This is an optimization exercise on Yosys and OpenROAD, whose aim is small area, a short achievable clock period and few clock cycles, not a production implementation. The RTL was checked by simulation tests, not by an equivalence proof against the original design. No driver is modelled on the clock port, so clock power and skew are understated where the tree is cut down; a real chip needs a root buffer or a tree. Power is estimated from default activity; no workload was simulated.

## pkt_loopback_top
module pkt_loopback_top (
    input  logic  rd_clk,
    input  logic  rd_rst_n,
    input  logic  link_up,
    input  logic  rx_valid,
    input  pkt_loopback_pkg::beat_t rx_beat,
    output logic  tx_valid,
    output pkt_loopback_pkg::beat_t tx_beat,
    input  logic  tx_ready
);
clock: 5.0 ns
lec_check: 0
cap_margin: 20
core_margin: 2
core_utilization: 50
cts_cluster_diameter: 70
cts_cluster_size: 24
setup_slack_margin: 2.9
slew_margin: 20
run.sh (not shown) runs the stock make flow with config.mk's settings and CLKGATE_MAP_FILE= SYNTH_SCRIPT=/design/flow/synth_recipe.tcl, a recipe that flattens the netlist after the stock synthesis.
Testbench counts at the start, summed over its fixed seeds: cycles 4,916.
==> next run, changes <==
Settings changed: CORE_UTILIZATION 50 to 65.
The new run produced a clean layout.
Wire length fell by 14%.
Utilization goes up by 17 points.
Worst setup slack improves by 53 ps.
First-iteration DRC count decreases by about 25%.
Combinational power came out higher by about 2%.
Count of clock-buffer cells in the layout shrinks by 4.
Final area went down by 1.6%.
Clock power went down by about 6%.
==> next run, changes <==
==> flow/flow/run.sh (new file) <==
#!/bin/bash
# The standard layout, except that the port buffers are buf_2 cells rather
# than the delay buffer that buffer_ports picks by default. Every port still
# gets its own buffer. The make output goes to standard_flow.log here; ORFS
# keeps each step's log under orfs/logs.
set -euo pipefail
bash standard.sh BUFFER_PORTS_ARGS="-buffer_cell sky130_fd_sc_hd__buf_2" finish > standard_flow.log 2>&1
==> flow/standard.sh (new file) <==
#!/bin/bash
# synth_recipe.tcl (not shown) runs the flow's synth.tcl, then flattens the netlist and writes it again
# the make line also repeats each setting of config.mk as NAME=value (left out here)
make -C /OpenROAD-flow-scripts/flow DESIGN_CONFIG=/design/flow/config.mk WORK_HOME=/design/flow/orfs CLKGATE_MAP_FILE= SYNTH_SCRIPT=/design/flow/synth_recipe.tcl "${@:-finish}"
removed: flow/run.sh
After rerunning: Routed wire length went down by about a fifth; global-route usage falls by 1.4 points; power shrinks by a few percent; design area went down by a few percent; via count is lower by a few percent; die area does not change.


Another version of the RTL of pkt_loopback_top (not shown whole).
Size: ~1600 cells after synthesis, ~1100 flip-flops, roughly 140 I/O pins.
clock: 5.0 ns
lec_check: 0
cap_margin: 20
core_margin: 2
core_utilization: 65
cts_cluster_diameter: 70
cts_cluster_size: 24
setup_slack_margin: 2.9
slew_margin: 20
standard.sh (not shown) runs the stock make flow with config.mk's settings and CLKGATE_MAP_FILE= SYNTH_SCRIPT=/design/flow/synth_recipe.tcl, a recipe that flattens the netlist after the stock synthesis.
==> flow/flow/run.sh <==
#!/bin/bash
# The standard layout, except that the port buffers are buf_2 cells rather
# than the delay buffer that buffer_ports picks by default. Every port still
# gets its own buffer. The make output goes to standard_flow.log here; ORFS
# keeps each step's log under orfs/logs.
set -euo pipefail
bash standard.sh BUFFER_PORTS_ARGS="-buffer_cell sky130_fd_sc_hd__buf_2" finish > standard_flow.log 2>&1
The starting point produced a clean layout.
Testbench counts at the start, summed over its fixed seeds: cycles 4,916.
Edit:
--- a/flow/config.mk
+++ b/flow/config.mk
@@ -11,4 +11,4 @@
 export CTS_CLUSTER_DIAMETER = 70
 export CTS_CLUSTER_SIZE = 24
-export SETUP_SLACK_MARGIN = 2.9
+export SETUP_SLACK_MARGIN = 3.05
 export SLEW_MARGIN = 20
Total power grows by 0.87%.
Hold slack improves by 0.011 ns.
Critical path depth rises by 10.
Area after synthesis does not change.
Cell area went up by 2.6%.
Clock power hardly moves.


## try-delta
pkt_loopback_top with an RTL version that a note above also has.
Size: roughly 1400 cells after synthesis, ~1100 flip-flops, roughly 140 I/O pins, about 35000 um2 of cells after synthesis.
==> flow/config.mk <==
export PLATFORM = sky130hd
export DESIGN_NAME = pkt_loopback_top
export DESIGN_NICKNAME = pkt_loopback_top
export VERILOG_FILES = /design/flow/design.v
export SDC_FILE = /design/flow/constraint.sdc
export NUM_CORES = 4
export LEC_CHECK = 0
export CAP_MARGIN = 20
export CORE_MARGIN = 2
export CORE_UTILIZATION = 50
export SETUP_SLACK_MARGIN = 2.7
export SLEW_MARGIN = 20
==> flow/constraint.sdc <==
create_clock -name core_clock -period 5.0 [get_ports {rd_clk}]
set_input_delay 1.0000 -clock core_clock [delete_from_list [all_inputs] [get_ports {rd_clk}]]
set_output_delay 1.0000 -clock core_clock [all_outputs]
set_load 0.01 [all_outputs]
run.sh (not shown) runs the stock make flow with config.mk's settings and CLKGATE_MAP_FILE= SYNTH_SCRIPT=/design/flow/synth_recipe.tcl, a recipe that flattens the netlist after the stock synthesis.
Stock flow here: none of the scripts above is used.
Testbench counts of try-delta, summed over its fixed seeds: cycles 4,916.
--- input diff try-delta..try-zinc ---
Settings: changing SETUP_SLACK_MARGIN from 2.7 to 2.9.
==> comparison <==
Any difference in cell area after placement between try-zinc and try-delta is small enough to ignore. As far as ratio of final minimum period to clock period is concerned, try-zinc and try-delta perform about the same. Relative to try-delta, routed length per placed instance has increased by 8.7% in try-zinc. Higher minimum clock period after layout was reported by try-delta, not try-zinc. [compare] base=try-delta new=try-zinc: post-CTS setup buffer count grew by 12, cell area rose by about 2.2%. Between try-zinc and try-delta, the clock group total power does not differ in any meaningful way. try-zinc against try-delta: smallest setup slack after layout now sits higher, final cell count now sits higher.


east:
The RTL this note starts from:
==> flow/design.v <==
package pkt_loopback_pkg;
    typedef struct packed {
        logic                sop;
        logic                eop;
        logic [3-1:0] empty;
        logic [64-1:0]  data;
    } beat_t;
    typedef logic [$clog2(16 + 1)-1:0] beat_idx_t;
    typedef enum logic [1:0] {
        st_idle,
        st_load,
        st_send,
        st_done
    } tx_state_e;
endpackage
`timescale 1ns/1ns
module pkt_loopback_top (
    input  logic  rd_clk,
    input  logic  rd_rst_n,
    input  logic  link_up,
    input  logic  rx_valid,
    input  pkt_loopback_pkg::beat_t rx_beat,
    output logic  tx_valid,
    output pkt_loopback_pkg::beat_t tx_beat,
    input  logic  tx_ready
);
    localparam int N  = 16;          
    localparam int W  = 64 + 3 + 1;   
    localparam int P  = 4;           
    localparam int PW = 64 / P;
    logic [W-1:0] slot [N];
    logic [P-1:1] carry;             
    logic [N-1:0] v;                 
    logic [N-1:0] move;              
    logic         pop;
    logic         tv;                
    logic         next_sop;          
    logic         out_sop;
    assign pop = tv && tx_ready;
    logic [N-1:1] room;              
    logic [N:0]   empty_from;        
    logic [N-1:0] gap_at;            
    logic [N-1:0] two_from;          
    logic [N-1:0] v_stay;            
    logic [N-1:0] v_shift;           
    logic [N-1:0] v_nxt;
    logic [N-1:1] room_nxt;
    always_comb begin
        empty_from[N] = 1'b0;
        for (int i = 0; i < N; i++) begin
            empty_from[i] = !v[i] || ((i < N - 1) ? room[(i < N - 1) ? i + 1 : 1] : 1'b0);
        end
        for (int i = 0; i < N; i++) begin
            gap_at[i] = !v[i] && empty_from[i+1];
        end
        two_from[N-1] = 1'b0;
        for (int i = N - 2; i >= 0; i--) begin
            two_from[i] = two_from[i+1] || gap_at[i];
        end
        move[0] = rx_valid;
        for (int i = 1; i < N; i++) begin
            move[i] = room[i] || (v[i-1] && pop);
        end
        v_stay[0]  = rx_valid || (v[0] && !empty_from[1]);
        v_shift[0] = rx_valid;
        for (int i = 1; i < N; i++) begin
            v_stay[i]  = room[i] || (v[i] && !empty_from[i+1]);
            v_shift[i] = v[i-1];
        end
        v_nxt = pop ? v_shift : v_stay;
        room_nxt[1] = rx_valid && (two_from[0] || (pop && v[N-1] && empty_from[0]));
        for (int i = 2; i < N; i++) begin
            room_nxt[i] = v[i-2] && (two_from[i-1] || (pop && v[N-1] && empty_from[i-1]));
        end
    end
    logic [W-1:0] step [P];
    logic [P-1:0] cout;
    always_comb begin
        for (int i = 0; i < P; i++) begin
            logic         cin;
            logic [PW-1:0] part;
            cin     = (i == 0) ? 1'b1 : carry[i == 0 ? 1 : i];
            part    = slot[i][i*PW +: PW];
            step[i] = slot[i];
            step[i][i*PW +: PW] = part + PW'(cin);
            cout[i] = cin && (&part);
        end
    end
    always_ff @(posedge rd_clk) begin
        if (move[0]) begin
            slot[0] <= {rx_beat.eop,
                        rx_beat.empty & {3{rx_beat.eop}},
                        rx_beat.data};
        end
        for (int i = 1; i <= P; i++) begin
            if (move[i]) begin
                slot[i] <= step[i-1];
            end
        end
        for (int i = 1; i < P; i++) begin
            if (move[i]) begin
                carry[i] <= cout[i-1];
            end
        end
        for (int i = P + 1; i < N - 1; i++) begin
            if (move[i]) begin
                slot[i] <= slot[i-1];
            end
        end
    end
    logic keep_top;
    assign keep_top = v[N-1] && !pop;
    always_ff @(posedge rd_clk) begin
        slot[N-1] <= (slot[N-2] & {W{move[N-1]}}) | (slot[N-1] & {W{keep_top}});
        out_sop   <= (next_sop & move[N-1]) | (out_sop & keep_top);
    end
    always_ff @(posedge rd_clk or negedge rd_rst_n) begin
        if (!rd_rst_n) begin
            v        <= '0;
            room     <= '0;
            tv       <= 1'b0;
            next_sop <= 1'b1;
        end else begin
            v        <= v_nxt;
            room     <= room_nxt;
            if (move[N-1]) begin
                next_sop <= slot[N-2][W-1];
            end
            tv       <= v_nxt[N-1] && link_up;
        end
    end
    always_ff @(posedge rd_clk) begin
        tx_valid <= v_nxt[N-1] && link_up;
    end
    assign tx_beat = {out_sop, slot[N-1]};
endmodule
export LEC_CHECK = 0
export CAP_MARGIN = 20
export CORE_MARGIN = 2
export CORE_UTILIZATION = 65
export SETUP_SLACK_MARGIN = 3.12
export SLEW_MARGIN = 20
create_clock -name core_clock -period 5.0 [get_ports {rd_clk}]
standard.sh (not shown) runs the stock make flow with config.mk's settings and CLKGATE_MAP_FILE= SYNTH_SCRIPT=/design/flow/synth_recipe.tcl, a recipe that flattens the netlist after the stock synthesis.
==> flow/flow/run.sh <==
#!/bin/bash
# The standard layout with two changes: the port buffers are buf_2 cells
# rather than the delay buffer that buffer_ports picks by default (every port
# still gets its own buffer), and the clock tree is built by cts_tree.tcl, a
# balanced two-level tree, in place of TritonCTS's three-level one. The make
# output goes to standard_flow.log here; ORFS keeps each step's log under
# orfs/logs. Timing repair fixes fanout with buffers rather than by cloning
# gates, and may resize cells across footprints.
set -euo pipefail
here=$(pwd)
bash standard.sh BUFFER_PORTS_ARGS="-buffer_cell sky130_fd_sc_hd__buf_2" \
  PRE_CTS_TCL="$here/flow/cts_tree.tcl" SKIP_GATE_CLONING=1 MATCH_CELL_FOOTPRINT=0 finish > standard_flow.log 2>&1
Other scripts of this flow, unchanged in this note and not shown: flow/flow/cts_tree.tcl
east ended with every stage complete and zero timing, DRC or antenna violations.
Testbench counts of east, summed over its fixed seeds: cycles 4,916.
The inputs of north differ from those of east as listed below.
# east
export LEC_CHECK = 0
export CAP_MARGIN = 20
export CORE_MARGIN = 2
export CORE_UTILIZATION = 65
export SETUP_SLACK_MARGIN = 3.12
export SLEW_MARGIN = 20
create_clock -name core_clock -period 5.0 [get_ports {rd_clk}]
# north
export LEC_CHECK = 0
export CAP_MARGIN = 20
export CORE_MARGIN = 2
export CORE_UTILIZATION = 65
export SETUP_SLACK_MARGIN = 3.05
export SLEW_MARGIN = 20
create_clock -name core_clock -period 5.0 [get_ports {rd_clk}]
--- a/flow/flow/run.sh
+++ b/flow/flow/run.sh
@@ -6,4 +6,3 @@
 # output goes to standard_flow.log here; ORFS keeps each step's log under
-# orfs/logs. Timing repair fixes fanout with buffers rather than by cloning
-# gates, and may resize cells across footprints.
+# orfs/logs.
 set -euo pipefail
@@ -11,2 +10,2 @@
 bash standard.sh BUFFER_PORTS_ARGS="-buffer_cell sky130_fd_sc_hd__buf_2" \
-  PRE_CTS_TCL="$here/flow/cts_tree.tcl" SKIP_GATE_CLONING=1 MATCH_CELL_FOOTPRINT=0 finish > standard_flow.log 2>&1
+  PRE_CTS_TCL="$here/flow/cts_tree.tcl" finish > standard_flow.log 2>&1
[summary]
STATUS total power draw: north loses against east
north vs. east: cell area went up, wire length went up.
In every run of this note, the design's own scripts or RTL, not TritonCTS, make the clock network.


Setup of the baseline:
// pkt_loopback_top: RTL as listed in full above, without the edits since
export LEC_CHECK = 0
export CAP_MARGIN = 20
export CORE_MARGIN = 2
export CORE_UTILIZATION = 65
export SETUP_SLACK_MARGIN = 3.05
export SLEW_MARGIN = 20
create_clock -name core_clock -period 5.0 [get_ports {rd_clk}]
==> flow/flow/run.sh <==
#!/bin/bash
# The standard layout with two changes: the port buffers are buf_2 cells
# rather than the delay buffer that buffer_ports picks by default (every port
# still gets its own buffer), and the clock tree is built by cts_tree.tcl, a
# balanced two-level tree, in place of TritonCTS's three-level one. The make
# output goes to standard_flow.log here; ORFS keeps each step's log under
# orfs/logs. Timing repair fixes fanout with buffers rather than by cloning
# gates, and may resize cells across footprints.
set -euo pipefail
here=$(pwd)
bash standard.sh BUFFER_PORTS_ARGS="-buffer_cell sky130_fd_sc_hd__buf_2" \
  PRE_CTS_TCL="$here/flow/cts_tree.tcl" SKIP_GATE_CLONING=1 MATCH_CELL_FOOTPRINT=0 finish > standard_flow.log 2>&1
Other scripts of this flow, unchanged in this note and not shown: flow/flow/cts_tree.tcl
Testbench counts of the baseline, summed over its fixed seeds: cycles 4,916.
Relative to the baseline, the following input files were edited for the candidate:
--- a/flow/flow/run.sh
+++ b/flow/flow/run.sh
@@ -7,3 +7,3 @@
 # orfs/logs. Timing repair fixes fanout with buffers rather than by cloning
-# gates, and may resize cells across footprints.
+# gates.
 set -euo pipefail
@@ -11,2 +11,2 @@
 bash standard.sh BUFFER_PORTS_ARGS="-buffer_cell sky130_fd_sc_hd__buf_2" \
-  PRE_CTS_TCL="$here/flow/cts_tree.tcl" SKIP_GATE_CLONING=1 MATCH_CELL_FOOTPRINT=0 finish > standard_flow.log 2>&1
+  PRE_CTS_TCL="$here/flow/cts_tree.tcl" SKIP_GATE_CLONING=1 finish > standard_flow.log 2>&1
Notes after the runs:
met3 layer wire length in the routed design was higher in the candidate than in the baseline.
Setup slack: the candidate vs the baseline up 0.010 ns
Changes observed in the candidate relative to the baseline: final instance count without filler cells climbed 15, aggregate global-route resource usage climbed 0.46 points.
No run of this note takes its clock network from TritonCTS; it comes from the design's own scripts or RTL.


## job 9892
Another version of the RTL of pkt_loopback_top (not shown whole).
For scale: roughly 1,100 flip-flops, about 140 I/O pins.
clock: 5.0 ns
lec_check: 0
cap_margin: 20
core_margin: 2
core_utilization: 55
setup_slack_margin: 3.05
slew_margin: 20
==> flow/flow/run.sh <==
#!/bin/bash
# The standard layout with two changes: the port buffers are buf_2 cells
# rather than the delay buffer that buffer_ports picks by default (every port
# still gets its own buffer), and the clock tree is built by cts_tree.tcl, a
# balanced two-level tree, in place of TritonCTS's three-level one. The make
# output goes to standard_flow.log here; ORFS keeps each step's log under
# orfs/logs.
set -euo pipefail
here=$(pwd)
bash standard.sh BUFFER_PORTS_ARGS="-buffer_cell sky130_fd_sc_hd__buf_2" \
  PRE_CTS_TCL="$here/flow/cts_tree.tcl" finish > standard_flow.log 2>&1
==> flow/flow/cts_tree.tcl <==
# Clock tree built here in place of TritonCTS, sourced by ORFS's cts.tcl as
# its PRE_CTS_TCL hook. It replaces the clock_tree_synthesis command with one
# that builds a two-level tree: the clock port drives four root buffers, one
# per quadrant of the sinks, and each root drives the leaf buffers of its
# quadrant; each leaf buffer drives a compact group of about two dozen
# flip-flops. Every flip-flop sits behind the same two buffer levels, so the
# tree is balanced by construction. cts.tcl then legalizes the new buffers and
# runs its usual timing repair.

proc my_tree_build { args } {
  set block [ord::get_db_block]
  set db [ord::get_db]
  set buf_master [$db findMaster sky130_fd_sc_hd__clkbuf_16]
  set clk_net [$block findNet rd_clk]

  # Sinks: every instance pin on the clock net
  set sinks {}
  foreach it [$clk_net getITerms] {
    set inst [$it getInst]
    set box [$inst getBBox]
    set x [expr { ([$box xMin] + [$box xMax]) / 2 }]
    set y [expr { ([$box yMin] + [$box yMax]) / 2 }]
    lappend sinks [list $x $y $it]
  }
  set n [llength $sinks]
  set ncol 8
  set nrow 6
  puts "my_tree: $n sinks, $ncol x $nrow leaf groups"

  # Columns of equal size by x, then rows of equal size by y in each column
  set sinks [lsort -integer -index 0 $sinks]
  set leaves {}
  for { set c 0 } { $c < $ncol } { incr c } {
    set lo [expr { $c * $n / $ncol }]
    set hi [expr { ($c + 1) * $n / $ncol - 1 }]
    set col [lsort -integer -index 1 [lrange $sinks $lo $hi]]
    set m [llength $col]
    for { set r 0 } { $r < $nrow } { incr r } {
      set rlo [expr { $r * $m / $nrow }]
      set rhi [expr { ($r + 1) * $m / $nrow - 1 }]
      lappend leaves [list $c $r [lrange $col $rlo $rhi]]
    }
  }

  # Root nets, one per quadrant
  set roots {}
  for { set q 0 } { $q < 4 } { incr q } {
    set rnet [odb::dbNet_create $block "my_clk_root_$q"]
    $rnet setSigType CLOCK
    set rinst [odb::dbInst_create $block $buf_master "my_clk_rootbuf_$q"]
    [$rinst findITerm A] connect $clk_net
    [$rinst findITerm X] connect $rnet
    lappend roots [list $rinst $rnet]
    set rsum($q) {0 0 0}
  }

  set k 0
  foreach leaf $leaves {
    lassign $leaf c r group
    set q [expr { ($c >= $ncol / 2 ? 1 : 0) + ($r >= $nrow / 2 ? 2 : 0) }]
    set lnet [odb::dbNet_create $block "my_clk_leaf_$k"]
    $lnet setSigType CLOCK
    set linst [odb::dbInst_create $block $buf_master "my_clk_leafbuf_$k"]
    set sx 0
    set sy 0
    foreach s $group {
      lassign $s x y it
      $it disconnect
      $it connect $lnet
      incr sx $x
      incr sy $y
    }
    set g [llength $group]
    set lx [expr { $sx / $g }]
    set ly [expr { $sy / $g }]
    $linst setLocation $lx $ly
    $linst setPlacementStatus PLACED
    [$linst findITerm A] connect [lindex [lindex $roots $q] 1]
    [$linst findITerm X] connect $lnet
    lassign $rsum($q) ax ay an
    set rsum($q) [list [expr { $ax + $lx }] [expr { $ay + $ly }] [expr { $an + 1 }]]
    incr k
  }
  for { set q 0 } { $q < 4 } { incr q } {
    lassign $rsum($q) ax ay an
    set rinst [lindex [lindex $roots $q] 0]
    $rinst setLocation [expr { $ax / $an }] [expr { $ay / $an }]
    $rinst setPlacementStatus PLACED
  }
  global_connect
  puts "my_tree: [llength $leaves] leaf buffers, 4 root buffers"
}

rename clock_tree_synthesis my_orig_clock_tree_synthesis
proc clock_tree_synthesis { args } {
  my_tree_build
}
Job 9892 closes out successfully: all stages finished, all timing, DRC and antenna checks passed.
Testbench counts of job 9892, summed over its fixed seeds: cycles 4,916.
--- input diff job 9892..job 4965 ---
diff --git a/flow/config.mk b/flow/config.mk
--- a/flow/config.mk
+++ b/flow/config.mk
@@ -8,5 +8,5 @@
 export CAP_MARGIN = 20
 export CORE_MARGIN = 2
-export CORE_UTILIZATION = 55
+export CORE_UTILIZATION = 70
 export SETUP_SLACK_MARGIN = 3.05
 export SLEW_MARGIN = 20
Notes after the runs:
Compared with job 9892, in job 4965 net switching share of the total power now sits higher, power density normalized to cell area now sits higher, global-route usage now sits higher, worst slack after detailed placement now sits lower.
For job 7738, these inputs were changed with respect to job 4965:
diff --git a/flow/config.mk b/flow/config.mk
--- a/flow/config.mk
+++ b/flow/config.mk
@@ -8,5 +8,5 @@
 export CAP_MARGIN = 20
 export CORE_MARGIN = 2
-export CORE_UTILIZATION = 70
-export SETUP_SLACK_MARGIN = 3.05
+export CORE_UTILIZATION = 65
+export SETUP_SLACK_MARGIN = 2.95
 export SLEW_MARGIN = 20
==> comparison <==
Job 7738 ended with every stage complete and zero timing, DRC or antenna violations.
Looking at hold slack, job 7738 sits 0.0091 ns higher than job 4965 does.
Job 7738 against job 4965: period utilization grew by 1.1 points; sequential share of layout area grew by 1.1 points.
From job 4965 to job 7738 the numbers moved as follows: xor/xnor share of the synthesized area comparable, cell area lost 1.4%, DRC marker count from the first detailed-route iteration moved down.
Comparing job 4965 and job 7738, critical path depth is lower on job 4965.
Looking only at via count of the first global-routing pass, and setting everything else aside, the lower value of job 4965 and job 7738 goes to job 7738.
Higher wire length was reported by job 4965, not job 7738.
What job 6401 does differently from job 7738 at the input level:
diff --git a/flow/flow/run.sh b/flow/flow/run.sh
--- a/flow/flow/run.sh
+++ b/flow/flow/run.sh
@@ -5,7 +5,8 @@
 # balanced two-level tree, in place of TritonCTS's three-level one. The make
 # output goes to standard_flow.log here; ORFS keeps each step's log under
-# orfs/logs.
+# orfs/logs. Timing repair fixes fanout with buffers rather than by cloning
+# gates.
 set -euo pipefail
 here=$(pwd)
 bash standard.sh BUFFER_PORTS_ARGS="-buffer_cell sky130_fd_sc_hd__buf_2" \
-  PRE_CTS_TCL="$here/flow/cts_tree.tcl" finish > standard_flow.log 2>&1
+  PRE_CTS_TCL="$here/flow/cts_tree.tcl" SKIP_GATE_CLONING=1 finish > standard_flow.log 2>&1
diff --git a/flow/flow/cts_tree.tcl b/flow/flow/cts_tree.tcl
--- a/flow/flow/cts_tree.tcl
+++ b/flow/flow/cts_tree.tcl
@@ -3,5 +3,5 @@
 # that builds a two-level tree: the clock port drives four root buffers, one
 # per quadrant of the sinks, and each root drives the leaf buffers of its
-# quadrant; each leaf buffer drives a compact group of about two dozen
+# quadrant; each leaf buffer, a clkbuf_8, drives a compact group of about 18
 # flip-flops. Every flip-flop sits behind the same two buffer levels, so the
 # tree is balanced by construction. cts.tcl then legalizes the new buffers and
@@ -12,4 +12,5 @@
   set db [ord::get_db]
   set buf_master [$db findMaster sky130_fd_sc_hd__clkbuf_16]
+  set leaf_master [$db findMaster sky130_fd_sc_hd__clkbuf_8]
   set clk_net [$block findNet rd_clk]
 
@@ -25,5 +26,5 @@
   set n [llength $sinks]
   set ncol 8
-  set nrow 6
+  set nrow 8
   puts "my_tree: $n sinks, $ncol x $nrow leaf groups"
 
@@ -61,5 +62,5 @@
     set lnet [odb::dbNet_create $block "my_clk_leaf_$k"]
     $lnet setSigType CLOCK
-    set linst [odb::dbInst_create $block $buf_master "my_clk_leafbuf_$k"]
+    set linst [odb::dbInst_create $block $leaf_master "my_clk_leafbuf_$k"]
     set sx 0
     set sy 0
diff --git a/flow/config.mk b/flow/config.mk
--- a/flow/config.mk
+++ b/flow/config.mk
@@ -9,4 +9,4 @@
 export CORE_MARGIN = 2
 export CORE_UTILIZATION = 65
-export SETUP_SLACK_MARGIN = 2.95
+export SETUP_SLACK_MARGIN = 3.05
 export SLEW_MARGIN = 20
[summary]
- Going from job 7738 to job 6401, total power went down 4.0%; first-iteration DRC count saw an increase; area of all sequential standard cells now sits at about the same level; routability congestion estimate from global placement saw a decrease; first-pass GRT wire length fell 8100 um.
- Met3 layer usage reported by global route: job 7738 vs job 6401, no meaningful difference
- Re maximum vdd ir drop: job 6401 and job 7738 aren't equal, and the lower value belongs to job 7738.
In every run of this note, the design's own scripts or RTL, not TritonCTS, make the clock network.

-- port drivers added, routing unchanged --
The results above use ideal ports. As a check the final layouts listed here were re-extracted and re-timed, cells and wires unchanged.
Step 1 (the two cells are an assumption about what drives the block):
set clk [get_ports {rd_clk}]
set_driving_cell -lib_cell sky130_fd_sc_hd__clkbuf_16 $clk
set_driving_cell -lib_cell sky130_fd_sc_hd__buf_2 [delete_from_list [all_inputs] $clk]
Step 2, shift: input delay + t, output delay - t, t = (earliest + latest rising clock arrival at the registers) / 2. This alone moves slack from input paths to output paths.
Slacks: no drivers / after step 1 / after step 2; pairs: no drivers / after step 1.
run	shift t [ns]	setup WS [ns]	clock arrival spread, ns	worst data-port slew with drivers (ns)
the first run of note 1	0.671	2.787 / 2.732 / 2.242	0.033 / 0.033	0.06
the second run of note 1	0.646	2.840 / 2.786 / 2.240	0.018 / 0.018	0.06
the third run of note 1	0.653	2.824 / 2.770 / 2.266	0.022 / 0.022	0.04
the first run of note 2	0.660	2.862 / 2.808 / 2.261	0.020 / 0.020	0.05
the second run of note 2	0.658	2.831 / 2.802 / 2.228	0.015 / 0.016	0.05
try-delta	0.685	2.760 / 2.708 / 2.285	0.018 / 0.018	0.06
try-zinc	0.692	2.766 / 2.712 / 2.250	0.019 / 0.019	0.06
east	0.530	3.076 / 2.955 / 2.708	0.021 / 0.021	0.06
north	0.538	3.086 / 2.963 / 2.646	0.021 / 0.020	0.05
the baseline	0.526	3.066 / 2.952 / 2.750	0.022 / 0.021	0.05
the candidate	0.533	3.076 / 2.958 / 2.678	0.028 / 0.028	0.04
job 9892	0.548	3.029 / 2.955 / 2.706	0.019 / 0.019	0.07
job 4965	0.542	3.089 / 2.967 / 2.677	0.035 / 0.035	0.07
job 7738	0.528	3.032 / 2.945 / 2.730	0.018 / 0.018	0.06
job 6401	0.522	3.053 / 2.995 / 2.765	0.030 / 0.029	0.06
After both steps every run listed still meets setup and hold. For the second run of note 2, which loses most, drivers alone change the setup slack by -0.029 ns; drivers and shift together by -0.603 ns.
